From an optimization exercise on the open Yosys and OpenROAD flow, aimed at small area; shortcuts taken in it are not production practice. RTL that was checked went through simulation tests only; none was proved equivalent to the original. For runs 2 to 8, only the layout was checked, not whether the RTL still works. No activity file was given, so power comes from the tool's default toggle rates.

===== flow/flow/my_synth.tcl =====
# The standard flow's synthesis, with ABC run on this folder's script instead of ORFS's
set ::my_flow_dir [file dirname [file normalize [info script]]]
proc abc {args} {
  set i [lsearch $args -script]
  if {$i >= 0} {
    lset args [expr {$i + 1}] [file join $::my_flow_dir abc.script]
  }
  yosys abc {*}$args
}
source [file join $::my_flow_dir .. synth_recipe.tcl]

===== flow/flow/run.sh =====
#!/bin/bash
# The standard layout, with two changes: ABC maps for area with its own
# script (flow/abc.script), and ports get the smallest buffer.
set -euo pipefail
here=$(pwd)
bash standard.sh SYNTH_SCRIPT="$here/flow/my_synth.tcl" \
    BUFFER_PORTS_ARGS="-buffer_cell sky130_fd_sc_hd__buf_1" finish > standard.log 2>&1

===== flow/constraint.sdc =====
create_clock -name core_clock -period 7.0 [get_ports {clk}]
set_input_delay 1.4000 -clock core_clock [delete_from_list [all_inputs] [get_ports {clk}]]
set_output_delay 1.4000 -clock core_clock [all_outputs]
set_load 0.01 [all_outputs]

===== flow/config.mk =====
export PLATFORM = sky130hd
export DESIGN_NAME = ex_stage
export DESIGN_NICKNAME = ex_stage
export VERILOG_FILES = /design/flow/design.v
export SDC_FILE = /design/flow/constraint.sdc
export NUM_CORES = 4
export LEC_CHECK = 0
export CAP_MARGIN = 20
export CORE_MARGIN = 2
export CORE_UTILIZATION = 40
export SLEW_MARGIN = 20

===== flow/design.v =====
package rv_pkg;
    localparam int XLEN = 32;                      
    typedef enum logic [6:0] {
        OPC_OP     = 7'b0110011,
        OPC_OP_IMM = 7'b0010011,
        OPC_LUI    = 7'b0110111,
        OPC_AUIPC  = 7'b0010111,
        OPC_JAL    = 7'b1101111,
        OPC_JALR   = 7'b1100111,
        OPC_BRANCH = 7'b1100011
    } opcode_e;
    typedef enum logic [3:0] {
        ALU_ADD, ALU_SUB, ALU_SLL, ALU_SLT, ALU_SLTU, ALU_XOR,
        ALU_SRL, ALU_SRA, ALU_OR, ALU_AND, ALU_PASS_B
    } alu_op_e;
    typedef enum logic [3:0] {
        BR_NONE, BR_BEQ, BR_BNE, BR_BLT, BR_BGE, BR_BLTU, BR_BGEU, BR_JAL, BR_JALR
    } br_op_e;
    typedef enum logic [1:0] {
        WB_NONE, WB_ALU, WB_LINK
    } wb_sel_e;
    localparam logic [6:0] FUNCT7_NORM = 7'b0000000;   
    localparam logic [6:0] FUNCT7_ALT  = 7'b0100000;   
    localparam logic [2:0] F3_ADD_SUB = 3'b000;
    localparam logic [2:0] F3_SLL     = 3'b001;
    localparam logic [2:0] F3_SLT     = 3'b010;
    localparam logic [2:0] F3_SLTU    = 3'b011;
    localparam logic [2:0] F3_XOR     = 3'b100;
    localparam logic [2:0] F3_SRL_SRA = 3'b101;
    localparam logic [2:0] F3_OR      = 3'b110;
    localparam logic [2:0] F3_AND     = 3'b111;
    localparam logic [2:0] F3_BEQ  = 3'b000;           
    localparam logic [2:0] F3_BNE  = 3'b001;
    localparam logic [2:0] F3_BLT  = 3'b100;
    localparam logic [2:0] F3_BGE  = 3'b101;
    localparam logic [2:0] F3_BLTU = 3'b110;
    localparam logic [2:0] F3_BGEU = 3'b111;
endpackage
`timescale 1ns/1ps
module ex_stage
#(
    parameter int XLEN = 32
) (
    input  logic            clk,
    input  logic            rst,
    input  logic            in_valid,
    input  logic [6:0]      opcode,
    input  logic [2:0]      funct3,
    input  logic [6:0]      funct7,
    input  logic [XLEN-1:0] rs1_data,
    input  logic [XLEN-1:0] rs2_data,
    input  logic [XLEN-1:0] imm,
    input  logic [XLEN-1:0] pc,
    output logic            out_valid,
    output logic [XLEN-1:0] out_result,
    output logic            out_illegal,
    output logic            redirect_valid,
    output logic [XLEN-1:0] redirect_pc
);
    logic is_op, is_opi, is_lui, is_auipc, is_jal, is_jalr, is_br;
    logic arith, link, f7n, f7a, bad;
    assign is_op    = (opcode == 7'b0110011);
    assign is_opi   = (opcode == 7'b0010011);
    assign is_lui   = (opcode == 7'b0110111);
    assign is_auipc = (opcode == 7'b0010111);
    assign is_jal   = (opcode == 7'b1101111);
    assign is_jalr  = (opcode == 7'b1100111);
    assign is_br    = (opcode == 7'b1100011);
    assign arith    = is_op | is_opi;
    assign link     = is_jal | is_jalr;
    assign f7n      = (funct7 == 7'b0000000);
    assign f7a      = (funct7 == 7'b0100000);
    assign bad = ~(arith | is_lui | is_auipc | link | is_br)
               | (is_op  & (funct3 == 3'b000 || funct3 == 3'b101) & ~(f7n | f7a))
               | (is_opi & (funct3 == 3'b101) & ~(f7n | f7a))
               | (arith  & (funct3 == 3'b001) & ~f7n)
               | (is_br  & (funct3[2:1] == 2'b01));
    logic sel_pc, sel_rev, sel_rs1, sel_four, sel_rs2, sub;
    assign sel_pc   = opcode[2] & (opcode[6] | ~opcode[5]);
    assign sel_rev  = ~opcode[2] & ~opcode[6] & (funct3 == 3'b001);
    assign sel_rs1  = ~opcode[2] & ~sel_rev;
    assign sel_four = opcode[2] & opcode[6];
    assign sel_rs2  = ~opcode[2] & opcode[5];
    assign sub = ~opcode[2] & (opcode[6] | (~funct3[2] & (funct3[1] | (~funct3[0] & opcode[5] & funct7[5]))));
    logic [31:0] rs1_rev, a, b, bx;
    always_comb begin
        for (int i = 0; i < 32; i++) begin
            rs1_rev[i] = rs1_data[31-i];
        end
    end
    assign a  = (pc & {32{sel_pc}}) | (rs1_rev & {32{sel_rev}}) | (rs1_data & {32{sel_rs1}});
    assign b  = sel_four ? 32'd4 : (sel_rs2 ? rs2_data : imm);
    assign bx = b ^ {32{sub}};
    logic [31:0] p, g, sum;
    assign p = a ^ bx;
    assign g = a & bx;
    pg_add u_add (.p(p), .g(g), .ci(sub), .s(sum));
    logic uns, lt, eq;
    assign uns = opcode[6] ? funct3[1] : funct3[0];
    assign lt  = (a[31] == b[31]) ? sum[31] : (uns ? b[31] : a[31]);
    assign eq  = &p;
    logic [31:0] sr, sr_rev;
    logic        fill;
    assign fill = funct3[2] & funct7[5] & a[31];
    assign sr   = 32'($signed({fill, a}) >>> b[4:0]);
    always_comb begin
        for (int i = 0; i < 32; i++) begin
            sr_rev[i] = sr[31-i];
        end
    end
    logic s_sum, s_sll, s_srl, s_lt, s_x, s_a, alu;
    assign alu   = ~bad & ~opcode[2] & ~opcode[6];
    assign s_sum = ~bad & (opcode[2] | (~opcode[6] & (funct3 == 3'b000)));
    assign s_sll = alu & (funct3 == 3'b001);
    assign s_lt  = alu & (funct3[2:1] == 2'b01);
    assign s_srl = alu & (funct3 == 3'b101);
    assign s_x   = alu & funct3[2] & ~funct3[0];                       
    assign s_a   = alu & funct3[2] & funct3[1];                        
    logic [31:0] res;
    assign res = (sum & {32{s_sum}}) | (sr_rev & {32{s_sll}}) | (sr & {32{s_srl}})
               | (p & {32{s_x}}) | (g & {32{s_a}}) | {31'd0, lt & s_lt};
    logic [31:0] tb, tsum, tgt;
    logic        taken;
    assign tb    = is_jalr ? rs1_data : pc;
    pg_add u_tgt (.p(tb ^ imm), .g(tb & imm), .ci(1'b0), .s(tsum));
    assign tgt   = tsum & {31'h7fffffff, ~is_jalr};
    assign taken = link | (is_br & (funct3[2:1] != 2'b01) & ((funct3[2] ? lt : eq) ^ funct3[0]));
    logic        v1, ill1, tk1, redir;
    logic [31:0] r1, t1;
    assign redir = v1 & tk1;
    always_ff @(posedge clk) begin
        v1   <= in_valid & ~rst & ~redir;
        ill1 <= bad;
        tk1  <= taken;
        r1   <= res;
        if (!redir) begin
            t1 <= tgt;
        end
    end
    assign redirect_pc = t1;
    logic accept;
    assign accept = v1 & ~rst;
    always_ff @(posedge clk) begin
        out_valid      <= accept;
        out_illegal    <= accept & ill1;
        redirect_valid <= accept & tk1;
        out_result     <= r1;
    end
endmodule
module pg_add #(
    parameter int N = 32
) (
    input  logic [N-1:0] p,
    input  logic [N-1:0] g,
    input  logic         ci,
    output logic [N-1:0] s
);
    logic [N-1:0] gg, pp;
    always_comb begin
        gg = g;
        pp = p;
        gg[0] = g[0] | (p[0] & ci);
        for (int l = 0; (1 << l) < N; l++) begin
            for (int i = (2 << l) - 1; i < N; i += (2 << l)) begin
                gg[i] = gg[i] | (pp[i] & gg[i - (1 << l)]);
                pp[i] = pp[i] & pp[i - (1 << l)];
            end
        end
        for (int l = 4; l >= 0; l--) begin
            for (int i = 3 * (1 << l) - 1; i < N; i += (2 << l)) begin
                gg[i] = gg[i] | (pp[i] & gg[i - (1 << l)]);
                pp[i] = pp[i] & pp[i - (1 << l)];
            end
        end
        s = p ^ {gg[N-2:0], ci};
    end
endmodule

===== flow/standard.sh =====
#!/bin/bash
# synth_recipe.tcl (not shown) runs the flow's synth.tcl, then flattens the netlist and writes it again
# the make line also repeats each setting of config.mk as NAME=value (left out here)
make -C /OpenROAD-flow-scripts/flow DESIGN_CONFIG=/design/flow/config.mk WORK_HOME=/design/flow/orfs CLKGATE_MAP_FILE= SYNTH_SCRIPT=/design/flow/synth_recipe.tcl "${@:-finish}"

===== flow/flow/abc.script =====
strash
&get -n
&st
&dch
&nf -R 1000
&put
topo
stime -c
buffer -c
upsize -c
dnsize -c

==> results.yml, run 1 <==
worst_setup_path:
  crit-reg2reg-launch: "v1$_DFF_P_"
  crit_slowest_cell: "fa_1"
  path_common_cell: "nor2_1"
  rrSetupSlack_ns: 5.87
  worstPathArrival_ns: 6.68
  worstPathRequired_ns: 7.13
  crit_cells: 27
  crit_path_end_kind: "flop"
  startpoint_type: "primary input"
  r2r_cells: 2
  critPathKind: "in2reg"
  r2r_end: "t1[13]$_DFFE_PN_"
  crit_family: "compound AO/OA/AOI/OAI gates"
  cp_slowest_stage_delay_ns: 0.42
  path_buf_inv: 1
  worst-path-max-fanout: 6
hold_path:
  min_path_cells: 0
  worstHoldStart: "r1[5]$_DFF_P_"
  hold-path-endpoint: "out_result[5]$_DFF_P_"
  worstHoldPathType: "reg2reg"
drt:
  wl_per_cell_um: 19.7
  met1_length_mm: 13.4
  postRouteAntennaNets: 0
  drtIter0Drc: 942
  drc: 0
  drt-total-wl_mm: 32.3
  drt_pass1_iterations: 6
  routed.top_layer: "met4"
  routed-wl-met2_mm: 15.8
  num_vias: 9293
  met3_length_mm: 1.91
  viasPerCell: 5.67
global_route:
  grt_remaining_overflow: 0
  grt_pass1_vias: 8995
  antenna_found_initial: 0
  grt_pass1_wl_mm: 49.3
  grt_usage: 0.266
  grt_max_degree: 65
finish:
  final_core_util: 0.478
  fin_nets: 1590
  fillers: 2327
  synthToLayoutAreaGrowth_pct: 17.9
  layout_common_cells: "buf_1, nand2_1, nor2_1"
  layout_commonest_cell: "buf_1"
  diodes: 0
  post_route_cells_drive_above_1_share: 0.0960
clock_network:
  clkSinkCount: 102
  clock-root-buffer: "clkbuf_16"
  ctsHoldBuffers: 0
  insertion_delay_ns: 0.38
  cts_tree: "built"
  htreeDepth: 3
  cts_inserted_buffers: 9
  clock_path_buffers: 2
  clk_pin_slew_worst_paths_ns: 0.08
floorplan:
  die_w_um: 155
  rows: 55
  dieArea_um2: 24100
  coreArea_um2: 22600
  ios: 215
  start_util: 0.406
  die_height_um: 155
logic_synthesis:
  syn_area_um2: 9160
  synth_top_flop_cell: "dfxtp_1"
  synthArstFlopShare: 0
  synth.distinct_cells: 62
  synth_edf_count: 32
  seq_area_frac_synth: 0.258
  postSynthAreaPerCell_um2: 7.99
  synth_nets: 1387
  synth_cells: 1146
  yosysWarnings: 2
  ys_seq_elements: 102
power:
  ir_worst_vdd_mv: 0.108
  leakage_nw: 4.48
  powerDensity_nw_per_um2: 200
sta:
  tns_ns: 0
  timing.final.crit_share: 0.937
  fmax_mhz: 152
  hold_viol: 0
  fin_skew_ns: 0.00994
  hold_slack_ns: 0.324
  period_needed_ns: 6.56
  setup_violations: 0
  max_slew_margin: 0.281
  rsz0062_at_grt: "no"
  worst_slew_pin_slew_ns: 1.08
  slew_violations: 0
  setup_slack_ns: 0.442
placed_design:
  gp_congestion: 0.993
  pre_cts_ws_ns: 0.00411
  hpwl_mm: 25.9
  numPortBuffers: 214
outcome:
  status: "complete, no violations"
flow_run:
  drv_cap: 0
synth_stat cells (32+ instances only):
cell type / n / area [um^2]
a21oi_1: 95 / 475
a222oi_1: 35 / 350
clkbuf_1: 59 / 221
dfxtp_1: 70 / 1400
edfxtp_1: 32 / 961
fa_1: 32 / 641
ha_1: 61 / 763
inv_1: 83 / 312
mux2_2: 34 / 383
nand2_1: 153 / 574
nor2_1: 135 / 507
o21ai_0: 79 / 395
xnor2_1: 37 / 324
final cells by class:
cell class,count,area (um^2),share of cell area
tap,285,357,0.0330
sequential,102,2360,0.219
multi-input combinational,887,6230,0.577
clock buffer,9,225,0.0209
clock inverter,7,100,0.00927
inverter,83,312,0.0289
timing repair buffer,266,1210,0.112
registers in the layout, summed over array words and instances (netlist names):
register	cells
ill1	1
out_illegal	1
out_result	32
out_valid	1
r1	32
redirect_valid	1
t1	32
tk1	1
v1	1
cell families after synthesis:
| kind of cell | Yosys count | synth area share |
|---|---|---|
| buffers and inverters | 157 | 0.0673 |
| DFF | 102 | 0.258 |
| muxes | 54 | 0.0637 |
| and+or+nand+nor | 337 | 0.152 |
| AOI/OAI and AO/OA | 338 | 0.244 |
| adders and majority gates | 93 | 0.153 |
| xor gates and xnor gates | 65 | 0.0622 |
power breakdown:
group | internal, mW | total [mW] | switching [mW] | leakage [nW]
registers | 0.672 | 0.686 | 0.0138 | 0.905
logic | 0.341 | 0.915 | 0.574 | 3.42
clock network | 0.290 | 0.562 | 0.273 | 0.158
per-layer routing:
layer	vias up	global-route usage
met5	-	0
met4	0	0.111
met3	70	0.0345
met2	389	0.465
met1	4359	0.332
li1	4475	-
stage by stage:
stage	power, mW	cell area (um^2)	instances
final	2.16	10800	1639
after global routing	2.30	10800	1639
after CTS	2.17	10800	1638
after detailed placement	1.60	10500	1622
after global placement	1.60	10500	1622
after floorplan	1.30	9160	1146
repair_timing:
action | CTS | global route
buffers inserted | 0 | 0
gates resized for setup | 0 | 3
hold endpoints to repair | 0 | 0
endpoints found under the setup margin | 0 | 2
worst max path at each step:
stage	end	slack, ns	startpoint
final	t1[31]$_DFFE_PN_	0.44	opcode[5]
after global routing	t1[31]$_DFFE_PN_	0.03	opcode[5]
after floorplan	r1[0]$_DFF_P_	0.11	opcode[6]
after detailed placement	t1[31]$_DFFE_PN_	0.004	opcode[6]
after CTS	t1[31]$_DFFE_PN_	0.37	opcode[6]
after global placement	t1[31]$_DFFE_PN_	0.15	opcode[6]
==> run 2: changes to the inputs <==
--- a/flow/design.v
+++ b/flow/design.v
@@ -110,5 +110,7 @@
     end
+    logic redir, keep;
     logic s_sum, s_sll, s_srl, s_lt, s_x, s_a, alu;
-    assign alu   = ~bad & ~opcode[2] & ~opcode[6];
-    assign s_sum = ~bad & (opcode[2] | (~opcode[6] & (funct3 == 3'b000)));
+    assign keep  = ~bad & ~redir;
+    assign alu   = keep & ~opcode[2] & ~opcode[6];
+    assign s_sum = keep & (opcode[2] | (~opcode[6] & (funct3 == 3'b000)));
     assign s_sll = alu & (funct3 == 3'b001);
@@ -118,5 +120,6 @@
     assign s_a   = alu & funct3[2] & funct3[1];                        
-    logic [31:0] res;
+    logic [31:0] res, t1;
     assign res = (sum & {32{s_sum}}) | (sr_rev & {32{s_sll}}) | (sr & {32{s_srl}})
-               | (p & {32{s_x}}) | (g & {32{s_a}}) | {31'd0, lt & s_lt};
+               | (p & {32{s_x}}) | (g & {32{s_a}}) | {31'd0, lt & s_lt}
+               | (t1 & {32{redir}});
     logic [31:0] tb, tsum, tgt;
@@ -127,4 +130,4 @@
     assign taken = link | (is_br & (funct3[2:1] != 2'b01) & ((funct3[2] ? lt : eq) ^ funct3[0]));
-    logic        v1, ill1, tk1, redir;
-    logic [31:0] r1, t1;
+    logic        v1, ill1, tk1;
+    logic [31:0] r1;
     assign redir = v1 & tk1;
@@ -135,7 +138,5 @@
         r1   <= res;
-        if (!redir) begin
-            t1 <= tgt;
-        end
+        t1   <= tgt;
     end
-    assign redirect_pc = t1;
+    assign redirect_pc = r1;
     logic accept;
==> results.yml, run 2 <==
logic_synthesis:
  synthTopCellsByCount: "nand2_1, nor2_1, dfxtp_1"
  syn_area_um2: 9020
  synth_edf_count: 0
  seq_area_frac_synth: 0.226
  synth.area.top_cells: "dfxtp_1, ha_1, nand2_1"
  synth.most_common_cell: "nand2_1"
  synth_top_area_frac: 0.226
  postSynthAreaPerCell_um2: 7.56
  synth_cells: 1193
  synth.distinct_cells: 57
  synthArstFlopShare: 0
  synth_nets: 1434
  synth_top_flop_cell: "dfxtp_1"
  yosysTopAreaCell: "dfxtp_1"
  yosysWarnings: 2
  ys_seq_elements: 102
power:
  power.switching_uw: 819
  ir_worst_vdd_mv: 0.103
  leakage_nw: 4.50
  p_sw_frac: 0.403
  seq_power_share: 0.328
  pwr-share-comb: 0.422
  p_clk_frac: 0.250
  internal-power_mw: 1.21
  powerDensity_nw_per_um2: 193
finish:
  top_regs: "out_result x32, r1 x32, t1 x32"
  layout_common_cells: "buf_1, nand2_1, nor2_1"
  post_route_cells_drive_above_1_share: 0.0786
  fin_nets: 1622
  layout_commonest_cell: "buf_1"
  synthToLayoutAreaGrowth_pct: 16.7
  diodes: 0
  final_core_util: 0.479
  design_area_um2: 10500
  fillers: 2244
hold_path:
  hold-path-endpoint: "out_result[18]$_DFF_P_"
  worstHoldStart: "r1[18]$_DFF_P_"
  worstHoldPathType: "reg2reg"
  min_path_cells: 0
floorplan:
  start_util: 0.411
  ios: 215
  rows: 54
  dieArea_um2: 23800
  die_height_um: 154
  die_w_um: 154
  coreArea_um2: 22000
worst_setup_path:
  r2r_end: "r1[14]$_DFF_P_"
  worstPathArrival_ns: 6.86
  rrSetupSlack_ns: 4.17
  critPathKind: "in2reg"
  startpoint_type: "primary input"
  r2r_cells: 9
  crit_path_end_kind: "flop"
  crit-reg2reg-launch: "v1$_DFF_P_"
  worstPathRequired_ns: 7.25
  worst-path-max-fanout: 8
sta:
  tns_ns: 0
  slew_violations: 0
  rsz0062_at_grt: "no"
  setup_violations: 0
  fmax_mhz: 151
  max_slew_margin: 0.236
  worst_slew_pin_slew_ns: 1.15
  fin_skew_ns: 0.0112
  timing.final.crit_share: 0.944
  hold_viol: 0
  period_needed_ns: 6.61
global_route:
  antenna_found_initial: 0
  grt_remaining_overflow: 0
  grt_usage: 0.270
  grt_pass1_vias: 8909
  grt_max_degree: 65
  grt_pass1_wl_mm: 49.9
drt:
  drt-total-wl_mm: 32.4
  postRouteAntennaNets: 0
  wl_per_cell_um: 19.5
  drtIter0Drc: 1053
  drt_pass1_iterations: 8
  drc: 0
  viasPerCell: 5.68
  num_vias: 9459
clock_network:
  insertion_delay_ns: 0.37
  cts_inserted_buffers: 9
  clk_pin_slew_worst_paths_ns: 0.07
  clock-root-buffer: "clkbuf_16"
  ctsResizeCount: 0
  htreeDepth: 3
  cts_tree: "built"
  clkSinkCount: 102
  ctsHoldBuffers: 0
  clock_path_buffers: 2
  post_cts_buffers: 0
flow_run:
  drv_cap: 0
outcome:
  status: "complete, no violations"
placed_design:
  hpwl_mm: 26.0
  placed_area_um2: 10200
  gp_congestion: 0.978
  numPortBuffers: 214
run 2: stage by stage:
stage	cells	hold WS (ns)	worst slack [ns]	total power, mW
4_1_cts	1666	0.352	0.443	2.03
5_1_grt	1666	0.354	0.0276	2.16
2_1_floorplan	1193	0.382	0.310	1.24
3_3_place_gp	1650	0.333	0.173	1.51
3_5_place_dp	1650	0.335	0.0677	1.51
6_report	1666	0.350	0.389	2.03
run 2: final cells by class:
type                    instances  area, um^2  area share
clock buffers                   9         225      0.0214
inverters                      83         312      0.0296
repair buffers                253        1110       0.105
flip-flops and latches        102        2040       0.194
multi-input cells             932        6410       0.610
clock inverters                 7        66.3     0.00631
well taps                     280         350      0.0333
run 2: power groups by stage:
| stage | clock [mW] | combinational, mW | sequential, mW |
|---|---|---|---|
| 2_1_floorplan | 0 | 0.577 | 0.666 |
| 6_report | 0.508 | 0.857 | 0.666 |
| 4_1_cts | 0.521 | 0.840 | 0.664 |
| 3_3_place_gp | 0 | 0.830 | 0.678 |
| 3_5_place_dp | 0 | 0.835 | 0.677 |
| 5_1_grt | 0.543 | 0.950 | 0.669 |
run 2: worst max-delay path, cell delays in order:
cell and delay (ns):
buf_1 0.16, nand2b_1 0.27, nor4_4 0.34, nor2_2 0.14, a222oi_1 0.41, inv_1 0.09
ha_1 0.33, nand2_1 0.08, nor2_1 0.05, a211oi_1 0.35, nor2_1 0.11, a2111oi_2 0.45
o21ai_0 0.23, inv_1 0.14, o21ai_1 0.10, a21oi_1 0.20, o21ai_0 0.19, a21oi_1 0.36
nor2_1 0.09, a211oi_1 0.32, fa_1 0.25, xnor2_1 0.10, a31oi_1 0.22, o21ai_0 0.14
or3_1 0.32
run 2: kinds of logic (layout without fill, tap and decap cells):
logic type                 after synthesis  count (layout)  share of synthesized area
DFF                                    102             102                      0.226
adders and majority gates               93              93                      0.156
buffers and inverters                  159             352                     0.0686
xor gates and xnor gates                64              64                     0.0622
AOI/OAI and AO/OA                      328             328                      0.237
and+or+nand+nor                        385             385                      0.177
muxes                                   62              62                     0.0738
run 2: how the worst max path moves through the flow:
stage / from / end / cells past startpoint
detailed placement: opcode[6] / t1[30]$_DFF_P_ / 26
floorplan: opcode[6] / r1[0]$_DFF_P_ / 27
CTS: opcode[6] / t1[30]$_DFF_P_ / 26
global route: funct3[1] / r1[31]$_DFF_P_ / 25
finish: funct3[1] / r1[0]$_DFF_P_ / 25
global placement: opcode[6] / t1[30]$_DFF_P_ / 26
run 2: routing by layer:
metal / up-vias / wire length [um] / GRT usage
met3: 35 / 2940 / 0.0414
met5: - / 0 / 0
met4: 0 / 618 / 0.0668
met2: 529 / 13600 / 0.402
li1: 4556 / - / -
met1: 4339 / 15300 / 0.406
==> run 3: changes to the inputs <==
--- a/flow/config.mk
+++ b/flow/config.mk
@@ -10,2 +10,3 @@
 export CORE_UTILIZATION = 40
+export CTS_BUF_LIST = sky130_fd_sc_hd__clkbuf_8
 export SLEW_MARGIN = 20
==> results.yml, run 3 <==
sta:
  setup_violations: 0
  hold_viol: 0
  timing.final.crit_share: 0.931
  slew_violations: 0
  tns_ns: 0
  fin_skew_ns: 0.0158
  max_slew_margin: 0.231
  rsz0062_at_grt: "no"
  setup_slack_ns: 0.483
  fmax_mhz: 153
  period_needed_ns: 6.52
  worst_slew_pin_slew_ns: 1.15
logic_synthesis:
  synthArstFlopShare: 0
  synth-xor-area-share: 0.0622
  synth_top_flop_cell: "dfxtp_1"
  synth.area.top_cells: "dfxtp_1, ha_1, nand2_1"
  synth_fa_ha_area_frac: 0.156
  synth_top_area_frac: 0.226
  synth_compound_area_frac: 0.237
  synth.distinct_cells: 57
  synthTopCellsByCount: "nand2_1, nor2_1, dfxtp_1"
  synth_top_family_by_area: "compound AO/OA/AOI/OAI gates"
  synthSimpleGateAreaFrac: 0.177
  syn_area_um2: 9020
  seq_area_frac_synth: 0.226
  synth_cells: 1193
  yosysWarnings: 2
  synth_edf_count: 0
  synth_nets: 1434
  synth.most_common_cell: "nand2_1"
  yosysTopAreaCell: "dfxtp_1"
  postSynthAreaPerCell_um2: 7.56
  synthMuxAreaShare: 0.0738
  ys_seq_elements: 102
worst_setup_path:
  critPathKind: "in2reg"
  worst-path-max-fanout: 8
  crit_slowest_cell: "a222oi_1"
  cp_slowest_stage_delay_ns: 0.43
  worstPathRequired_ns: 7.29
  rrSetupSlack_ns: 4.16
  worstPathArrival_ns: 6.81
  startpoint_type: "primary input"
  crit_path_end_kind: "flop"
clock_network:
  clk_pin_slew_worst_paths_ns: 0.10
  clock_path_buffers: 2
  clkSinkCount: 102
  cts_inserted_buffers: 9
  htreeDepth: 3
  post_cts_buffers: 0
  cts_tree: "built"
  ctsResizeCount: 0
  ctsHoldBuffers: 0
  insertion_delay_ns: 0.41
  clock-root-buffer: "clkbuf_8"
finish:
  post_route_cells_drive_above_1_share: 0.0786
  final_core_util: 0.474
  top_regs: "out_result x32, r1 x32, t1 x32"
  layout_commonest_cell: "buf_1"
  layout_common_cells: "buf_1, nand2_1, nor2_1"
  synthToLayoutAreaGrowth_pct: 15.5
  fin_nets: 1622
  fin_cells: 1666
  diodes: 0
drt:
  num_vias: 9456
  drt-total-wl_mm: 32.4
  wl_per_cell_um: 19.5
  viasPerCell: 5.68
  drtIter0Drc: 993
  postRouteAntennaNets: 0
  drc: 0
  drt_pass1_iterations: 7
hold_path:
  worstHoldPathType: "reg2reg"
floorplan:
  ios: 215
  die_height_um: 154
  coreArea_um2: 22000
  dieArea_um2: 23800
  die_w_um: 154
  rows: 54
  start_util: 0.411
global_route:
  grt_usage: 0.270
  antenna_found_initial: 0
  grt_remaining_overflow: 0
  grt_pass1_vias: 8933
  grt_pass1_wl_mm: 49.9
  grt_max_degree: 65
placed_design:
  numPortBuffers: 214
  place_inst: 1650
  pre_cts_ws_ns: 0.0677
  hpwl_mm: 26.0
  gp_congestion: 0.978
power:
  p_total_mw: 1.91
  powerDensity_nw_per_um2: 183
  leakage_nw: 4.46
  ir_worst_vdd_mv: 0.0782
flow_run:
  drv_cap: 0
outcome:
  status: "complete, no violations"
==> run 3: metrics by stage <==
stage | instance area (um^2) | hold slack (ns)
after global routing | 10400 | 0.360
after global placement | 10200 | 0.333
final | 10400 | 0.355
after floorplan | 9020 | 0.382
after detailed placement | 10200 | 0.335
after CTS | 10400 | 0.357
==> run 3: cell families (layout without fill, tap and decap cells) <==
kind of cell,after synthesis,count (layout)
xor gates and xnor gates,64,64
adders and majority gates,93,93
muxes,62,62
buffers and inverters,159,352
DFF,102,102
and+or+nand+nor,385,385
AOI/OAI and AO/OA,328,328
==> run 3: layout make-up <==
| cell class | count | area (um^2) |
|---|---|---|
| multi-input combinational | 932 | 6410 |
| sequential | 102 | 2040 |
| fill | 2258 | 11500 |
| timing repair buffer | 253 | 1110 |
| clock inverter | 7 | 66.3 |
| tap | 280 | 350 |
| inverter | 83 | 312 |
| clock buffer | 9 | 124 |
==> run 3: worst paths after layout <==
kind / startpoint / end / depth (start not counted)
setup / recovery: funct3[1] / r1[0]$_DFF_P_ / 25
hold / removal: r1[5]$_DFF_P_ / out_result[5]$_DFF_P_ / 0
setup reg to reg: v1$_DFF_P_ / r1[14]$_DFF_P_ / 9
hold reg to reg: r1[5]$_DFF_P_ / out_result[5]$_DFF_P_ / 0
==> run 3: metal layers <==
layer	wire, um	track usage	vias up	part of all wire
met5	0	0	-	0
met4	635	0.0645	0	0.020
met3	3020	0.0507	46	0.093
met2	13500	0.400	514	0.42
met1	15200	0.403	4345	0.47
li1	-	-	4551	-
==> run 3: power by group <==
part	switching, mW	internal (mW)	total, mW
Sequential	0.0304	0.635	0.666
Clock	0.247	0.137	0.384
Combinational	0.529	0.326	0.856
==> run 3: worst max-delay path: cells and delay by family <==
family                   cells  cell delay [ns]
buffers and inverters        3             0.39
XOR/XNOR                     1             0.11
AO/OA/AOI/OAI               11             2.92
AND/OR/NAND/NOR              8             1.40
adder cells (fa/ha/maj)      2             0.58
==> run 4: changes to the inputs <==
--- a/flow/design.v
+++ b/flow/design.v
@@ -126,9 +126,11 @@
     logic        taken;
-    assign tb    = is_jalr ? rs1_data : pc;
+    logic tjalr;
+    assign tjalr = opcode[2] & ~opcode[3];
+    assign tb    = tjalr ? rs1_data : pc;
     pg_add u_tgt (.p(tb ^ imm), .g(tb & imm), .ci(1'b0), .s(tsum));
-    assign tgt   = tsum & {31'h7fffffff, ~is_jalr};
-    assign taken = link | (is_br & (funct3[2:1] != 2'b01) & ((funct3[2] ? lt : eq) ^ funct3[0]));
+    assign tgt   = tsum & {31'h7fffffff, ~tjalr};
+    assign taken = opcode[6] & (opcode[2] | ((funct3[2] ? lt : eq) ^ funct3[0]));
     logic        v1, ill1, tk1;
     logic [31:0] r1;
-    assign redir = v1 & tk1;
+    assign redir = v1 & tk1 & ~ill1;
     always_ff @(posedge clk) begin
@@ -146,3 +148,3 @@
         out_illegal    <= accept & ill1;
-        redirect_valid <= accept & tk1;
+        redirect_valid <= accept & tk1 & ~ill1;
         out_result     <= r1;
--- a/flow/config.mk
+++ b/flow/config.mk
@@ -10,3 +10,2 @@
 export CORE_UTILIZATION = 40
-export CTS_BUF_LIST = sky130_fd_sc_hd__clkbuf_8
 export SLEW_MARGIN = 20
==> results.yml, run 4 <==
hold_path:
  worstHoldPathType: "reg2reg"
  min_path_cells: 0
  worstHoldStart: "r1[23]$_DFF_P_"
  hold-path-endpoint: "out_result[23]$_DFF_P_"
finish:
  layout_commonest_cell: "buf_1"
  diodes: 0
  post_route_cells_drive_above_1_share: 0.0829
  fin_nets: 1635
  fin_cells: 1679
  seq_area_um2: 2040
  top_regs: "out_result x32, r1 x32, t1 x32"
  synthToLayoutAreaGrowth_pct: 17.3
  fillers: 2268
  layout_common_cells: "buf_1, nand2_1, nor2_1"
  multiInputGateArea_um2: 6410
  design_area_um2: 10600
floorplan:
  dieArea_um2: 23800
  coreArea_um2: 22000
  rows: 54
  die_height_um: 154
  die_w_um: 154
  ios: 215
  start_util: 0.410
logic_synthesis:
  ys_seq_elements: 102
  synth_top_area_frac: 0.226
  synth_cells: 1199
  synth_nets: 1440
  synth.distinct_cells: 59
  synth_edf_count: 0
  yosysWarnings: 2
  synth_top_flop_cell: "dfxtp_1"
  synthTopCellsByCount: "nand2_1, nor2_1, a21oi_1"
  synth.most_common_cell: "nand2_1"
  postSynthAreaPerCell_um2: 7.53
  synthArstFlopShare: 0
  syn_area_um2: 9030
  synth.area.top_cells: "dfxtp_1, ha_1, nand2_1"
  seq_area_frac_synth: 0.226
  yosysTopAreaCell: "dfxtp_1"
worst_setup_path:
  worstPathRequired_ns: 7.25
  r2r_cells: 10
  critPathKind: "in2reg"
  r2r_end: "r1[8]$_DFF_P_"
  crit_path_end_kind: "flop"
  worst-path-max-fanout: 31
  path_buf_inv: 3
  crit-reg2reg-launch: "v1$_DFF_P_"
  crit_slowest_cell: "a2111oi_2"
  cp_slowest_stage_delay_ns: 0.43
  worstPathArrival_ns: 6.59
  startpoint_type: "primary input"
  crit_family: "compound AO/OA/AOI/OAI gates"
  rrSetupSlack_ns: 4.07
clock_network:
  clk_pin_slew_worst_paths_ns: 0.08
  cts_tree: "built"
  htreeDepth: 3
  clkSinkCount: 102
  insertion_delay_ns: 0.37
  cts_inserted_buffers: 9
  clock_path_buffers: 2
  clock-root-buffer: "clkbuf_16"
  ctsHoldBuffers: 0
placed_design:
  placed_area_um2: 10300
  numPortBuffers: 214
  gp_congestion: 0.948
  place_inst: 1661
  hpwl_mm: 25.5
power:
  p_clk_frac: 0.261
  powerDensity_nw_per_um2: 197
  ir_worst_vdd_mv: 0.141
  internal-power_mw: 1.27
  power.switching_uw: 822
  p_sw_frac: 0.393
  leakage_nw: 4.52
  seq_power_share: 0.324
  pwr-share-comb: 0.416
drt:
  routed-wl-met2_mm: 12.9
  drt_pass1_iterations: 7
  wl_per_cell_um: 18.8
  num_vias: 9305
  drtIter0Drc: 890
  drt-total-wl_mm: 31.6
  drc: 0
  met1_length_mm: 15.1
  routed.top_layer: "met5"
  met3_length_mm: 2.88
  viasPerCell: 5.54
  postRouteAntennaNets: 0
flow_run:
  drv_cap: 0
sta:
  worst_slew_pin_slew_ns: 1.08
  tns_ns: 0
  rsz0062_at_grt: "no"
  period_needed_ns: 6.34
  setup_violations: 0
  hold_viol: 0
  slew_violations: 0
  timing.final.crit_share: 0.906
  fmax_mhz: 158
  fin_skew_ns: 0.0180
  max_slew_margin: 0.282
global_route:
  grt_max_degree: 45
  grt_pass1_wl_mm: 48.7
  grt_pass1_vias: 8773
  antenna_found_initial: 1
  grt_remaining_overflow: 0
  grt_usage: 0.260
outcome:
  status: "complete, no violations"
-- run 4: changes by cell type after synthesis, sizes merged, moves of 4 or more --
cell,previous run,this run
a21oi,98,107
a221o,10,16
a221oi,10,16
a222oi,33,20
inv,83,87
nand2,197,179
nand3,16,24
nor2,128,138
o21ai,91,102
xnor2,48,37
xor2,16,28
-- run 4: area by class of cell --
type / count / area share
clock buffers: 11 / 0.0229
clock inverters: 5 / 0.00614
inverters: 87 / 0.0308
multi-input cells: 935 / 0.605
flip-flops and latches: 102 / 0.193
well taps: 280 / 0.0331
repair buffers: 259 / 0.109
-- run 4: logic make-up after synthesis --
family                   synth area share
AND/OR/NAND/NOR                     0.172
AO/OA/AOI/OAI                       0.242
buffers and inverters              0.0698
flip-flops                          0.226
adder cells (fa/ha/maj)             0.155
XOR/XNOR                           0.0630
multiplexers                       0.0723
-- run 4: layer usage --
layer,track usage,up-vias
li1,-,4566
met3,0.0546,38
met4,0.0644,2
met2,0.381,467
met1,0.389,4232
met5,0,-
-- run 4: power groups by stage --
stage / logic (mW) / clock network (mW) / registers [mW]
after global placement: 0.844 / 0 / 0.689
after CTS: 0.856 / 0.555 / 0.675
after floorplan: 0.593 / 0 / 0.674
final: 0.869 / 0.545 / 0.677
after detailed placement: 0.851 / 0 / 0.689
after global routing: 0.968 / 0.574 / 0.679
-- run 4: how the worst max path moves through the flow --
stage                   start             to  slack [ns]  cells after the start
CTS                 funct3[1]  r1[0]$_DFF_P_        0.47                     28
finish              funct3[0]  r1[0]$_DFF_P_        0.66                     29
detailed placement  funct3[1]  r1[0]$_DFF_P_         0.1                     28
floorplan           opcode[6]  r1[0]$_DFF_P_        0.19                     30
global route        funct3[0]  r1[0]$_DFF_P_        0.08                     29
global placement    funct3[1]  r1[0]$_DFF_P_        0.35                     28
-- run 4: metrics by stage --
step | power (mW) | setup slack, ns | hold slack (ns) | util
finish | 2.09 | 0.657 | 0.349 | 0.481
detailed placement | 1.54 | 0.0953 | 0.335 | 0.466
global placement | 1.53 | 0.349 | 0.338 | 0.466
global route | 2.22 | 0.0834 | 0.357 | 0.481
CTS | 2.09 | 0.468 | 0.350 | 0.480
floorplan | 1.27 | 0.186 | 0.382 | -
-- run 4: repair_timing --
action,4_1_cts,5_1_grt
resized for setup,0,1
buffers inserted,0,2
setup endpoints to repair,0,3
==> run 5: changes to the inputs <==
--- a/flow/design.v
+++ b/flow/design.v
@@ -96,6 +96,7 @@
     assign g = a & bx;
-    pg_add u_add (.p(p), .g(g), .ci(sub), .s(sum));
+    logic        co;
+    pg_add u_add (.p(p), .g(g), .ci(sub), .s(sum), .co(co));
     logic uns, lt, eq;
     assign uns = opcode[6] ? funct3[1] : funct3[0];
-    assign lt  = (a[31] == b[31]) ? sum[31] : (uns ? b[31] : a[31]);
+    assign lt  = ~co ^ (~uns & (a[31] ^ b[31]));      
     assign eq  = &p;
@@ -129,3 +130,3 @@
     assign tb    = tjalr ? rs1_data : pc;
-    pg_add u_tgt (.p(tb ^ imm), .g(tb & imm), .ci(1'b0), .s(tsum));
+    pg_add u_tgt (.p(tb ^ imm), .g(tb & imm), .ci(1'b0), .s(tsum), .co());
     assign tgt   = tsum & {31'h7fffffff, ~tjalr};
@@ -158,3 +159,4 @@
     input  logic         ci,
-    output logic [N-1:0] s
+    output logic [N-1:0] s,
+    output logic         co
 );
@@ -177,3 +179,4 @@
         end
-        s = p ^ {gg[N-2:0], ci};
+        s  = p ^ {gg[N-2:0], ci};
+        co = gg[N-1];
     end
--- a/flow/config.mk
+++ b/flow/config.mk
@@ -10,2 +10,3 @@
 export CORE_UTILIZATION = 40
+export CTS_BUF_LIST = sky130_fd_sc_hd__clkbuf_8 sky130_fd_sc_hd__clkbuf_16
 export SLEW_MARGIN = 20
==> results.yml, run 5 <==
outcome:
  status: "complete, no violations"
logic_synthesis:
  postSynthAreaPerCell_um2: 7.42
  synth_top_flop_cell: "dfxtp_1"
  synthTopCellsByCount: "nand2_1, nor2_1, dfxtp_1"
  syn_area_um2: 9060
  synth.distinct_cells: 55
  synth_cells: 1221
  yosysTopAreaCell: "dfxtp_1"
  synth.most_common_cell: "nand2_1"
  synth_top_area_frac: 0.225
  synth_edf_count: 0
  yosysWarnings: 2
  synthArstFlopShare: 0
  synth.area.top_cells: "dfxtp_1, nand2_1, ha_1"
  ys_seq_elements: 102
  seq_area_frac_synth: 0.225
  synth_nets: 1462
power:
  p_total_mw: 2.10
  powerDensity_nw_per_um2: 198
  p_sw_frac: 0.387
  leakage_nw: 4.54
  pwr-share-comb: 0.417
  ir_worst_vdd_mv: 0.134
  seq_power_share: 0.319
  power.switching_uw: 813
  internal-power_mw: 1.29
  p_clk_frac: 0.264
drt:
  wl_per_cell_um: 18.7
  postRouteAntennaNets: 0
  drt_pass1_iterations: 7
  viasPerCell: 5.61
  drt-total-wl_mm: 31.8
  num_vias: 9546
  drc: 0
  drtIter0Drc: 895
floorplan:
  ios: 215
  start_util: 0.404
  coreArea_um2: 22400
  die_height_um: 155
  dieArea_um2: 23900
  rows: 55
  die_w_um: 155
hold_path:
  min_path_cells: 0
  worstHoldStart: "r1[25]$_DFF_P_"
  hold-path-endpoint: "out_result[25]$_DFF_P_"
  worstHoldPathType: "reg2reg"
clock_network:
  ctsResizeCount: 0
  insertion_delay_ns: 0.37
  clk_pin_slew_worst_paths_ns: 0.08
  htreeDepth: 3
  cts_tree: "built"
  post_cts_buffers: 0
  cts_inserted_buffers: 9
  ctsHoldBuffers: 0
  clkSinkCount: 102
  clock-root-buffer: "clkbuf_16"
  clock_path_buffers: 2
sta:
  period_needed_ns: 6.03
  fin_skew_ns: 0.0153
  max_slew_margin: 0.300
  fmax_mhz: 166
  hold_viol: 0
  slew_violations: 0
  setup_violations: 0
  tns_ns: 0
  rsz0062_at_grt: "no"
  timing.final.crit_share: 0.861
  worst_slew_pin_slew_ns: 1.05
placed_design:
  gp_congestion: 0.950
  hpwl_mm: 25.8
  numPortBuffers: 214
worst_setup_path:
  worstPathArrival_ns: 6.28
  cp_slowest_stage_delay_ns: 0.44
  crit_slowest_cell: "a2111oi_4"
  worstPathRequired_ns: 7.26
  path_common_cell: "nor2_1"
  crit-reg2reg-launch: "v1$_DFF_P_"
  crit_path_end_kind: "flop"
  r2r_end: "r1[17]$_DFF_P_"
  rrSetupSlack_ns: 4.32
  startpoint_type: "primary input"
  crit_family: "compound AO/OA/AOI/OAI gates"
  critPathKind: "in2reg"
  r2r_cells: 10
  path_buf_inv: 3
  crit_start: "funct3[0]"
  worst-path-max-fanout: 31
global_route:
  grt_pass1_wl_mm: 48.8
  grt_max_degree: 65
  antenna_found_initial: 0
  grt_usage: 0.263
  grt_pass1_vias: 8658
  grt_remaining_overflow: 0
finish:
  top_regs: "out_result x32, r1 x32, t1 x32"
  diodes: 0
  fillers: 2373
  seq_area_um2: 2040
  fin_nets: 1654
  synthToLayoutAreaGrowth_pct: 17.1
  layout_commonest_cell: "buf_1"
  layout_common_cells: "buf_1, nand2_1, nor2_1"
  post_route_cells_drive_above_1_share: 0.0797
  multiInputGateArea_um2: 6450
flow_run:
  drv_cap: 0
run 5: how the worst max path moves through the flow:
stage,to,depth (start not counted)
2_1_floorplan,t1[30]$_DFF_P_,25
3_3_place_gp,r1[31]$_DFF_P_,26
6_report,r1[29]$_DFF_P_,25
3_5_place_dp,r1[29]$_DFF_P_,25
5_1_grt,r1[29]$_DFF_P_,25
4_1_cts,r1[29]$_DFF_P_,25
run 5: worst reg2reg max path, delay by kind of cell, from the launching register on:
| kind | cells | cell delay (ns) |
|---|---|---|
| compound gates | 3 | 1.05 |
| buf+inv | 2 | 0.64 |
| simple gates | 5 | 0.52 |
| flops | 1 | 0.32 |
run 5: layer usage:
metal	part of all wire	global-route usage	wire [um]	vias up
li1	-	-	-	4627
met1	0.48	0.404	15300	4392
met2	0.41	0.384	13100	497
met3	0.091	0.0381	2910	30
met4	0.016	0.0617	515	0
met5	0	0	0	-
run 5: metrics by stage:
step | instance area (um^2) | util | hold slack (ns) | std cells | worst slack, ns
after global routing | 10600 | 0.473 | 0.358 | 1703 | 0.479
after detailed placement | 10300 | 0.459 | 0.337 | 1687 | 0.591
final | 10600 | 0.473 | 0.350 | 1703 | 0.975
after CTS | 10600 | 0.473 | 0.351 | 1703 | 0.979
after floorplan | 9060 | - | 0.382 | 1221 | 0.773
after global placement | 10300 | 0.459 | 0.336 | 1687 | 0.744
run 5: layout make-up:
type	instances	share of cell area
clock buffers	9	0.0212
clock inverters	7	0.00908
inverters	86	0.0304
multi-input cells	958	0.608
flip-flops and latches	102	0.192
well taps	285	0.0336
repair buffers	256	0.105
run 5: power by group through the flow:
stage	combinational, mW	clock [mW]	sequential, mW
2_1_floorplan	0.605	0	0.674
3_3_place_gp	0.854	0	0.683
3_5_place_dp	0.860	0	0.684
4_1_cts	0.865	0.567	0.671
5_1_grt	0.977	0.587	0.675
6_report	0.877	0.554	0.671
run 5: cell families (layout without fill, tap and decap cells):
logic type / Yosys count / after routing / synth area share
simple gates: 411 / 411 / 0.189
compound gates: 337 / 337 / 0.238
buf+inv: 161 / 358 / 0.0683
flops: 102 / 102 / 0.225
fa+ha+maj: 93 / 93 / 0.155
xor+xnor: 67 / 67 / 0.0648
mux: 50 / 50 / 0.0594
==> run 6: changes to the inputs <==
--- a/flow/config.mk
+++ b/flow/config.mk
@@ -9,4 +9,3 @@
 export CORE_MARGIN = 2
-export CORE_UTILIZATION = 40
-export CTS_BUF_LIST = sky130_fd_sc_hd__clkbuf_8 sky130_fd_sc_hd__clkbuf_16
+export CORE_UTILIZATION = 60
 export SLEW_MARGIN = 20
==> results.yml, run 6 <==
clock_network:
  clk_pin_slew_worst_paths_ns: 0.07
  clock_path_buffers: 2
  clock-root-buffer: "clkbuf_16"
  cts_inserted_buffers: 9
  post_cts_buffers: 0
  cts_tree: "built"
  htreeDepth: 3
  ctsResizeCount: 0
  ctsHoldBuffers: 0
  clkSinkCount: 102
  insertion_delay_ns: 0.36
sta:
  rsz0062_at_grt: "no"
  fin_skew_ns: 0.0163
  slew_violations: 0
  worst_slew_pin_slew_ns: 1.07
  period_needed_ns: 6.34
  tns_ns: 0
  timing.final.crit_share: 0.905
  hold_viol: 0
  hold_slack_ns: 0.345
  fmax_mhz: 158
  max_slew_margin: 0.288
  setup_violations: 0
worst_setup_path:
  path_common_cell: "nor2_1"
  crit-reg2reg-launch: "v1$_DFF_P_"
  crit_start: "opcode[2]"
  rrSetupSlack_ns: 4.06
  critPathKind: "in2reg"
  crit_family: "simple AND/OR/NAND/NOR gates"
  path_buf_inv: 2
  r2r_end: "r1[5]$_DFF_P_"
  r2r_cells: 9
  worst-path-max-fanout: 11
  crit_cells: 25
  crit_path_end_kind: "flop"
  worstPathArrival_ns: 6.57
  worstPathRequired_ns: 7.24
  crit_slowest_cell: "buf_1"
  startpoint_type: "primary input"
  critPathCapture: "r1[31]$_DFF_P_"
  cp_slowest_stage_delay_ns: 0.51
finish:
  multiInputGateArea_um2: 6450
  post_route_cells_drive_above_1_share: 0.0765
  top_regs: "out_result x32, r1 x32, t1 x32"
  diodes: 0
  layout_commonest_cell: "buf_1"
  synthToLayoutAreaGrowth_pct: 14.8
  fin_nets: 1648
  fillers: 1317
  seq_area_um2: 2040
  layout_common_cells: "buf_1, nand2_1, nor2_1"
logic_synthesis:
  synthTopCellsByCount: "nand2_1, nor2_1, dfxtp_1"
  synth_cells: 1221
  seq_area_frac_synth: 0.225
  syn_area_um2: 9060
  synth.most_common_cell: "nand2_1"
  synthArstFlopShare: 0
  yosysWarnings: 2
  synth.area.top_cells: "dfxtp_1, nand2_1, ha_1"
  ys_seq_elements: 102
  yosysTopAreaCell: "dfxtp_1"
  synth_edf_count: 0
  postSynthAreaPerCell_um2: 7.42
  synth_top_flop_cell: "dfxtp_1"
  synth_nets: 1462
  synth_top_area_frac: 0.225
  synth.distinct_cells: 55
power:
  ir_worst_vdd_mv: 0.129
  leakage_nw: 4.49
  powerDensity_nw_per_um2: 196
drt:
  postRouteAntennaNets: 0
  drt-total-wl_mm: 30.5
  drc: 0
  viasPerCell: 6.21
  drtIter0Drc: 1354
  num_vias: 9899
  drt_pass1_iterations: 9
  wl_per_cell_um: 19.1
global_route:
  grt_pass1_vias: 8843
  grt_max_degree: 64
  antenna_found_initial: 0
  grt_remaining_overflow: 0
  grt_pass1_wl_mm: 47.2
  grt_usage: 0.374
floorplan:
  dieArea_um2: 16100
  start_util: 0.619
  rows: 44
  die_height_um: 127
  ios: 215
  die_w_um: 127
  coreArea_um2: 14600
outcome:
  status: "complete, no violations"
placed_design:
  gp_congestion: 1.00
  numPortBuffers: 214
  hpwl_mm: 24.3
flow_run:
  drv_cap: 0
hold_path:
  worstHoldPathType: "reg2reg"
## run 6: cell counts after synthesis
Identical to the previous run, type by type.
## run 6: power breakdown
group	internal, mW	leakage, nW	total (mW)	switching (mW)
Combinational	0.328	3.52	0.877	0.549
Sequential	0.643	0.836	0.676	0.0326
Clock	0.246	0.136	0.489	0.243
## run 6: worst reg2reg max path: stages, from the launching register on
cell	delay (ns)
dfxtp_1	0.31
nand2_1	0.09
nor2_2	0.04
buf_4	0.25
nor4_1	0.35
nand2_1	0.21
nor2_2	0.84
buf_4	0.38
a221oi_1	0.20
o211ai_1	0.18
## run 6: area by class of cell
type,count,area share
multi-input cells,958,0.620
flip-flops and latches,102,0.196
repair buffers,250,0.103
inverters,86,0.0310
well taps,184,0.0221
clock buffers,9,0.0216
clock inverters,6,0.00541
## run 6: logic make-up after synthesis
logic type	after synthesis	share of synthesized area
simple gates	411	0.189
xor+xnor	67	0.0648
mux	50	0.0594
buf+inv	161	0.0683
fa+ha+maj	93	0.155
compound gates	337	0.238
flops	102	0.225
## run 6: metal layers
layer	wire (um)	share of wire	GRT usage	vias up
met4	860	0.028	0.107	0
met3	3590	0.12	0.0734	79
li1	-	-	-	4614
met1	13100	0.43	0.541	4514
met2	13000	0.43	0.569	692
met5	0	0	0	-
## run 6: worst min path at each step
stage	slack, ns	to	depth (start not counted)	start
CTS	0.35	out_result[6]$_DFF_P_	0	r1[6]$_DFF_P_
global placement	0.33	out_result[15]$_DFF_P_	0	r1[15]$_DFF_P_
floorplan	0.38	out_result[0]$_DFF_P_	0	r1[0]$_DFF_P_
global route	0.35	out_result[7]$_DFF_P_	0	r1[7]$_DFF_P_
finish	0.35	out_result[5]$_DFF_P_	0	r1[5]$_DFF_P_
detailed placement	0.34	out_result[6]$_DFF_P_	0	r1[6]$_DFF_P_
## run 6: stage by stage
stage	setup slack (ns)	std cells	instance area (um^2)	total power, mW	util
2_1_floorplan	0.773	1221	9060	1.28	-
3_3_place_gp	0.489	1579	10100	1.52	0.690
3_5_place_dp	0.383	1579	10100	1.53	0.690
4_1_cts	0.729	1594	10400	2.02	0.709
5_1_grt	0.242	1595	10400	2.16	0.711
6_report	0.664	1595	10400	2.04	0.711
==> run 7: changes to the inputs <==
--- a/flow/flow/run.sh
+++ b/flow/flow/run.sh
@@ -6,2 +6,2 @@
 bash standard.sh SYNTH_SCRIPT="$here/flow/my_synth.tcl" \
-    BUFFER_PORTS_ARGS="-buffer_cell sky130_fd_sc_hd__buf_1" finish > standard.log 2>&1
+    BUFFER_PORTS_ARGS="-buffer_cell sky130_fd_sc_hd__buf_1" GPL_KEEP_OVERFLOW=0 finish > standard.log 2>&1
--- a/flow/config.mk
+++ b/flow/config.mk
@@ -9,3 +9,4 @@
 export CORE_MARGIN = 2
-export CORE_UTILIZATION = 60
+export CORE_UTILIZATION = 40
+export CTS_BUF_LIST = sky130_fd_sc_hd__clkbuf_8 sky130_fd_sc_hd__clkbuf_16
 export SLEW_MARGIN = 20
==> results.yml, run 7 <==
outcome:
  status: "complete, no violations"
worst_setup_path:
  worstPathRequired_ns: 7.24
  worstPathArrival_ns: 6.82
  rrSetupSlack_ns: 4.22
  startpoint_type: "primary input"
  worst-path-max-fanout: 19
  crit_path_end_kind: "flop"
  critPathKind: "in2reg"
  r2r_cells: 9
  r2r_end: "r1[17]$_DFF_P_"
  crit_start: "opcode[2]"
  crit-reg2reg-launch: "tk1$_DFF_P_"
finish:
  fin_nets: 1634
  design_area_um2: 10600
  diodes: 0
  post_route_cells_drive_above_1_share: 0.0744
  fillers: 2320
  final_core_util: 0.475
  synthToLayoutAreaGrowth_pct: 17.5
  layout_commonest_cell: "buf_1"
  top_regs: "out_result x32, r1 x32, t1 x32"
  layout_common_cells: "buf_1, nand2_1, nor2_1"
floorplan:
  die_w_um: 155
  coreArea_um2: 22400
  dieArea_um2: 23900
  rows: 55
  start_util: 0.404
  ios: 215
  die_height_um: 155
drt:
  drc: 0
  viasPerCell: 5.66
  wl_per_cell_um: 19.0
  num_vias: 9518
  postRouteAntennaNets: 0
  drtIter0Drc: 952
  drt_pass1_iterations: 9
  drt-total-wl_mm: 32.0
flow_run:
  drv_cap: 0
logic_synthesis:
  synth.most_common_cell: "nand2_1"
  yosysWarnings: 2
  synthArstFlopShare: 0
  synth.area.top_cells: "dfxtp_1, nand2_1, ha_1"
  synth_edf_count: 0
  ys_seq_elements: 102
  postSynthAreaPerCell_um2: 7.42
  synth_cells: 1221
  synth_top_flop_cell: "dfxtp_1"
  synth_nets: 1462
  synth.distinct_cells: 55
  yosysTopAreaCell: "dfxtp_1"
  synthTopCellsByCount: "nand2_1, nor2_1, dfxtp_1"
  synth_top_area_frac: 0.225
  seq_area_frac_synth: 0.225
  syn_area_um2: 9060
clock_network:
  clock-root-buffer: "clkbuf_16"
  cts_tree: "built"
  clkSinkCount: 102
  htreeDepth: 3
  insertion_delay_ns: 0.37
  ctsHoldBuffers: 0
  clk_pin_slew_worst_paths_ns: 0.07
  clock_path_buffers: 2
  cts_inserted_buffers: 9
sta:
  fin_skew_ns: 0.0141
  max_slew_margin: 0.218
  worst_slew_pin_slew_ns: 1.17
  fmax_mhz: 152
  slew_violations: 0
  tns_ns: 0
  timing.final.crit_share: 0.940
  setup_violations: 0
  rsz0062_at_grt: "no"
  hold_viol: 0
  period_needed_ns: 6.58
power:
  powerDensity_nw_per_um2: 192
  ir_worst_vdd_mv: 0.104
  leakage_nw: 4.50
hold_path:
  min_path_cells: 0
  worstHoldPathType: "reg2reg"
  hold-path-endpoint: "out_result[0]$_DFF_P_"
  worstHoldStart: "r1[0]$_DFF_P_"
placed_design:
  numPortBuffers: 214
  gp_congestion: 0.921
  placed_area_um2: 10300
  hpwl_mm: 26.1
global_route:
  grt_pass1_wl_mm: 48.8
  grt_usage: 0.263
  grt_pass1_vias: 8598
  antenna_found_initial: 0
  grt_remaining_overflow: 0
  grt_max_degree: 41
-- run 7: cell types whose count changed in the layout (fill, tap and decap cells not counted), moves of 3 or more --
| cell | delta |
|---|---|
| or3_2 | +3 |
| buf_16 | +3 |
| buf_12 | +6 |
| nor2_2 | -4 |
| or3_1 | -3 |
| nor2_4 | +4 |
| buf_4 | -25 |
-- run 7: cell families (layout without fill, tap and decap cells) --
group,count (synthesis),in the layout,share of synthesized area
compound gates,337,337,0.238
xor+xnor,67,67,0.0648
fa+ha+maj,93,93,0.155
buf+inv,161,337,0.0683
flops,102,102,0.225
mux,50,50,0.0594
simple gates,411,411,0.189
-- run 7: worst max-delay path by stage --
| stage | cells past startpoint | to | slack (ns) |
|---|---|---|---|
| 2_1_floorplan | 25 | t1[30]$_DFF_P_ | 0.77 |
| 3_3_place_gp | 24 | r1[31]$_DFF_P_ | -3.30 |
| 3_5_place_dp | 23 | r1[29]$_DFF_P_ | -0.79 |
| 4_1_cts | 24 | r1[29]$_DFF_P_ | 0.03 |
| 5_1_grt | 25 | r1[31]$_DFF_P_ | 0.06 |
| 6_report | 24 | r1[29]$_DFF_P_ | 0.42 |
-- run 7: power by group --
group / internal, mW / switching [mW]
clock: 0.246 / 0.247
sequential: 0.643 / 0.0275
combinational: 0.332 / 0.554
total: 1.22 / 0.829
-- run 7: metal layers --
metal  track usage  part of all wire  vias to the layer above
li1              -                 -                     4592
met1         0.395              0.48                     4399
met2         0.391              0.42                      502
met3        0.0462             0.086                       25
met4        0.0591             0.013                        0
met5             0                 0                        -
-- run 7: layout make-up --
class | count | area, um^2 | area share
multi-input cells | 958 | 6530 | 0.613
repair buffers | 236 | 1120 | 0.105
clock buffers | 9 | 225 | 0.0212
clock inverters | 6 | 55.1 | 0.00517
inverters | 86 | 323 | 0.0303
well taps | 285 | 357 | 0.0335
flip-flops and latches | 102 | 2040 | 0.192
-- run 7: worst max-delay path, stage by stage --
cell,delay [ns]
clkbuf_2,0.41
nand2b_2,0.35
nor2_1,0.10
or3_2,0.68
xnor2_1,0.22
ha_1,0.39
nand2_1,0.09
nor2_1,0.05
a211oi_2,0.34
nor2_1,0.14
a2111oi_4,0.44
o21ai_1,0.18
inv_2,0.10
o21ai_1,0.09
a21oi_2,0.23
nor2_1,0.07
nor2_2,0.23
o21a_1,0.26
fa_1,0.21
xor2_1,0.14
nor2_1,0.05
a221o_1,0.28
a221oi_1,0.22
o21ai_1,0.12
-- run 7: repair_timing --
action / in CTS / in global routing
gates resized for setup: 2 / 6
setup endpoints to repair: 11 / 11
buffers inserted: 0 / 4
endpoints found under the hold margin: 0 / 0
pin swaps: 0 / 1
-- run 7: through the flow --
step | setup slack [ns] | cells | hold slack (ns) | power, mW
final | 0.422 | 1682 | 0.350 | 2.05
after global routing | 0.0574 | 1682 | 0.361 | 2.19
after CTS | 0.0286 | 1678 | 0.353 | 2.04
after detailed placement | -0.787 | 1663 | 0.337 | 1.54
after global placement | -3.30 | 1645 | 0.335 | 1.52
after floorplan | 0.773 | 1221 | 0.382 | 1.28
==> run 8: changes to the inputs <==
--- a/flow/flow/run.sh
+++ b/flow/flow/run.sh
@@ -6,2 +6,2 @@
 bash standard.sh SYNTH_SCRIPT="$here/flow/my_synth.tcl" \
-    BUFFER_PORTS_ARGS="-buffer_cell sky130_fd_sc_hd__buf_1" GPL_KEEP_OVERFLOW=0 finish > standard.log 2>&1
+    BUFFER_PORTS_ARGS="-buffer_cell sky130_fd_sc_hd__buf_1" RECOVER_POWER=100 finish > standard.log 2>&1
==> results.yml, run 8 <==
sta:
  fmax_mhz: 160
  hold_viol: 0
  worst_slew_pin_slew_ns: 1.07
  rsz0062_at_grt: "no"
  setup_violations: 0
  timing.final.crit_share: 0.894
  period_needed_ns: 6.26
  tns_ns: 0
  fin_skew_ns: 0.0143
  max_slew_margin: 0.285
  slew_violations: 0
power:
  powerDensity_nw_per_um2: 198
  ir_worst_vdd_mv: 0.133
  pwr-share-comb: 0.416
  power.switching_uw: 811
  p_clk_frac: 0.264
  seq_power_share: 0.320
  p_sw_frac: 0.387
  leakage_nw: 4.53
  internal-power_mw: 1.29
logic_synthesis:
  synth_top_flop_cell: "dfxtp_1"
  synth.area.top_cells: "dfxtp_1, nand2_1, ha_1"
  synthArstFlopShare: 0
  yosysTopAreaCell: "dfxtp_1"
  synth_nets: 1462
  synth_top_area_frac: 0.225
  seq_area_frac_synth: 0.225
  yosysWarnings: 2
  syn_area_um2: 9060
  synthTopCellsByCount: "nand2_1, nor2_1, dfxtp_1"
  ys_seq_elements: 102
  synth_edf_count: 0
  synth_cells: 1221
  synth.distinct_cells: 55
  synth.most_common_cell: "nand2_1"
  postSynthAreaPerCell_um2: 7.42
drt:
  routed-wl-met2_mm: 13.0
  met1_length_mm: 15.2
  drc: 0
  drt_pass1_iterations: 8
  routed.top_layer: "met4"
  drtIter0Drc: 808
  wl_per_cell_um: 18.6
  met3_length_mm: 2.97
  viasPerCell: 5.57
  drt-total-wl_mm: 31.8
  num_vias: 9491
  postRouteAntennaNets: 0
global_route:
  grt_pass1_wl_mm: 48.8
  grt_pass1_vias: 8658
  antenna_found_initial: 0
  grt_usage: 0.263
  grt_max_degree: 65
  grt_remaining_overflow: 0
worst_setup_path:
  worstPathArrival_ns: 6.51
  crit_path_end_kind: "flop"
  cp_slowest_stage_delay_ns: 0.43
  path_common_cell: "nor2_1"
  worst-path-max-fanout: 15
  worstPathRequired_ns: 7.25
  crit_slowest_cell: "a2111oi_4"
  critPathKind: "in2reg"
  rrSetupSlack_ns: 4.26
  r2r_cells: 10
  crit-reg2reg-launch: "v1$_DFF_P_"
  startpoint_type: "primary input"
  r2r_end: "r1[17]$_DFF_P_"
hold_path:
  hold-path-endpoint: "out_result[25]$_DFF_P_"
  worstHoldStart: "r1[25]$_DFF_P_"
  worstHoldPathType: "reg2reg"
  min_path_cells: 0
clock_network:
  insertion_delay_ns: 0.37
  htreeDepth: 3
  ctsHoldBuffers: 0
  ctsResizeCount: 0
  cts_inserted_buffers: 9
  clock-root-buffer: "clkbuf_16"
  clock_path_buffers: 2
  cts_tree: "built"
  post_cts_buffers: 0
  clk_pin_slew_worst_paths_ns: 0.08
  clkSinkCount: 102
finish:
  fin_cells: 1703
  diodes: 0
  top_regs: "out_result x32, r1 x32, t1 x32"
  layout_common_cells: "buf_1, nand2_1, nor2_1"
  synthToLayoutAreaGrowth_pct: 17.0
  post_route_cells_drive_above_1_share: 0.0769
  design_area_um2: 10600
  layout_commonest_cell: "buf_1"
  fin_nets: 1654
placed_design:
  place_inst: 1687
  numPortBuffers: 214
  gp_congestion: 0.950
  placed_area_um2: 10300
  hpwl_mm: 25.8
floorplan:
  rows: 55
  start_util: 0.404
  dieArea_um2: 23900
  coreArea_um2: 22400
  die_height_um: 155
  die_w_um: 155
  ios: 215
outcome:
  status: "complete, no violations"
flow_run:
  drv_cap: 0
==> run 8: cell counts after synthesis <==
No cell type changed its count.
==> run 8: per-stage QoR <==
step	power (mW)	setup WS (ns)	hold slack, ns	util
6_report	2.10	0.742	0.350	0.473
5_1_grt	2.24	0.245	0.358	0.473
4_1_cts	2.10	0.979	0.351	0.473
3_5_place_dp	1.54	0.591	0.337	0.459
3_3_place_gp	1.54	0.744	0.336	0.459
2_1_floorplan	1.28	0.773	0.382	-
==> run 8: logic make-up (layout without fill, tap and decap cells) <==
kind of cell,count (synthesis),after routing,share of synthesized area
compound gates,337,337,0.238
xor+xnor,67,67,0.0648
fa+ha+maj,93,93,0.155
buf+inv,161,358,0.0683
flops,102,102,0.225
mux,50,50,0.0594
simple gates,411,411,0.189
==> run 8: area by class of cell <==
cell class / count / area [um^2]
Fill cell: 2375 / 11800
Multi-Input combinational cell: 958 / 6440
Sequential cell: 102 / 2040
Timing Repair Buffer: 256 / 1110
Tap cell: 285 / 357
Inverter: 86 / 323
Clock buffer: 9 / 225
Clock inverter: 7 / 96.3
==> run 8: worst max-delay path by stage <==
stage,cells after the start,from,end
4_1_cts,25,funct3[0],r1[29]$_DFF_P_
3_5_place_dp,25,funct3[0],r1[29]$_DFF_P_
3_3_place_gp,26,funct3[0],r1[31]$_DFF_P_
2_1_floorplan,25,opcode[2],t1[30]$_DFF_P_
6_report,26,opcode[2],r1[29]$_DFF_P_
5_1_grt,25,opcode[2],r1[29]$_DFF_P_
==> run 8: power by group through the flow <==
stage	registers, mW	logic, mW	clock network [mW]
finish	0.671	0.874	0.554
CTS	0.671	0.865	0.567
global route	0.675	0.975	0.587
detailed placement	0.684	0.860	0
global placement	0.683	0.854	0
floorplan	0.674	0.605	0
==> run 8: worst max-delay path, delay by kind of cell <==
kind,cells,cell delay [ns]
compound gates,9,2.25
xor+xnor,2,0.35
buf+inv,4,0.82
simple gates,9,1.16
fa+ha+maj,2,0.50
==> run 8: per-layer routing <==
metal  GRT usage  vias up
li1            -     4626
met1       0.404     4376
met2       0.384      460
met3      0.0381       29
met4      0.0617        0
met5           0        -

[port drivers added, routing unchanged]
In the flow no input, the clock included, has a driving cell. The finished layouts below were timed again as built, in two steps.
Step 1 sets driving cells, clkbuf_16 on the clock port and buf_2 on the other inputs (assumed; they add their load-dependent delay and slew).
Step 2 also shifts input and output timing later by t, the mid clock arrival at the registers, as if the neighbouring blocks saw the same clock.
Three values: ideal, step 1, step 2; two values: the first two.
run | shift t [ns] | setup slack, ns | latest minus earliest clock arrival (ns) | pins driven straight from the clock port
run 1 | 0.419 | 0.442 / 0.465 / 0.046 | 0.017 / 0.017 | 1
run 2 | 0.408 | 0.389 / 0.407 / -0.002 | 0.012 / 0.013 | 1
run 3 | 0.448 | 0.483 / 0.499 / 0.051 | 0.017 / 0.017 | 1
run 4 | 0.404 | 0.657 / 0.677 / 0.273 | 0.018 / 0.019 | 1
run 5 | 0.409 | 0.975 / 0.997 / 0.588 | 0.016 / 0.016 | 1
run 6 | 0.401 | 0.664 / 0.685 / 0.284 | 0.016 / 0.017 | 1
run 7 | 0.410 | 0.422 / 0.440 / 0.030 | 0.015 / 0.014 | 1
run 8 | 0.406 | 0.742 / 0.764 / 0.357 | 0.015 / 0.015 | 1
With both steps, setup timing fails in run 2, where it was met with ideal ports. The setup slack of run 3, which loses most, moves by +0.016 ns with the drivers and by -0.432 ns with both steps.
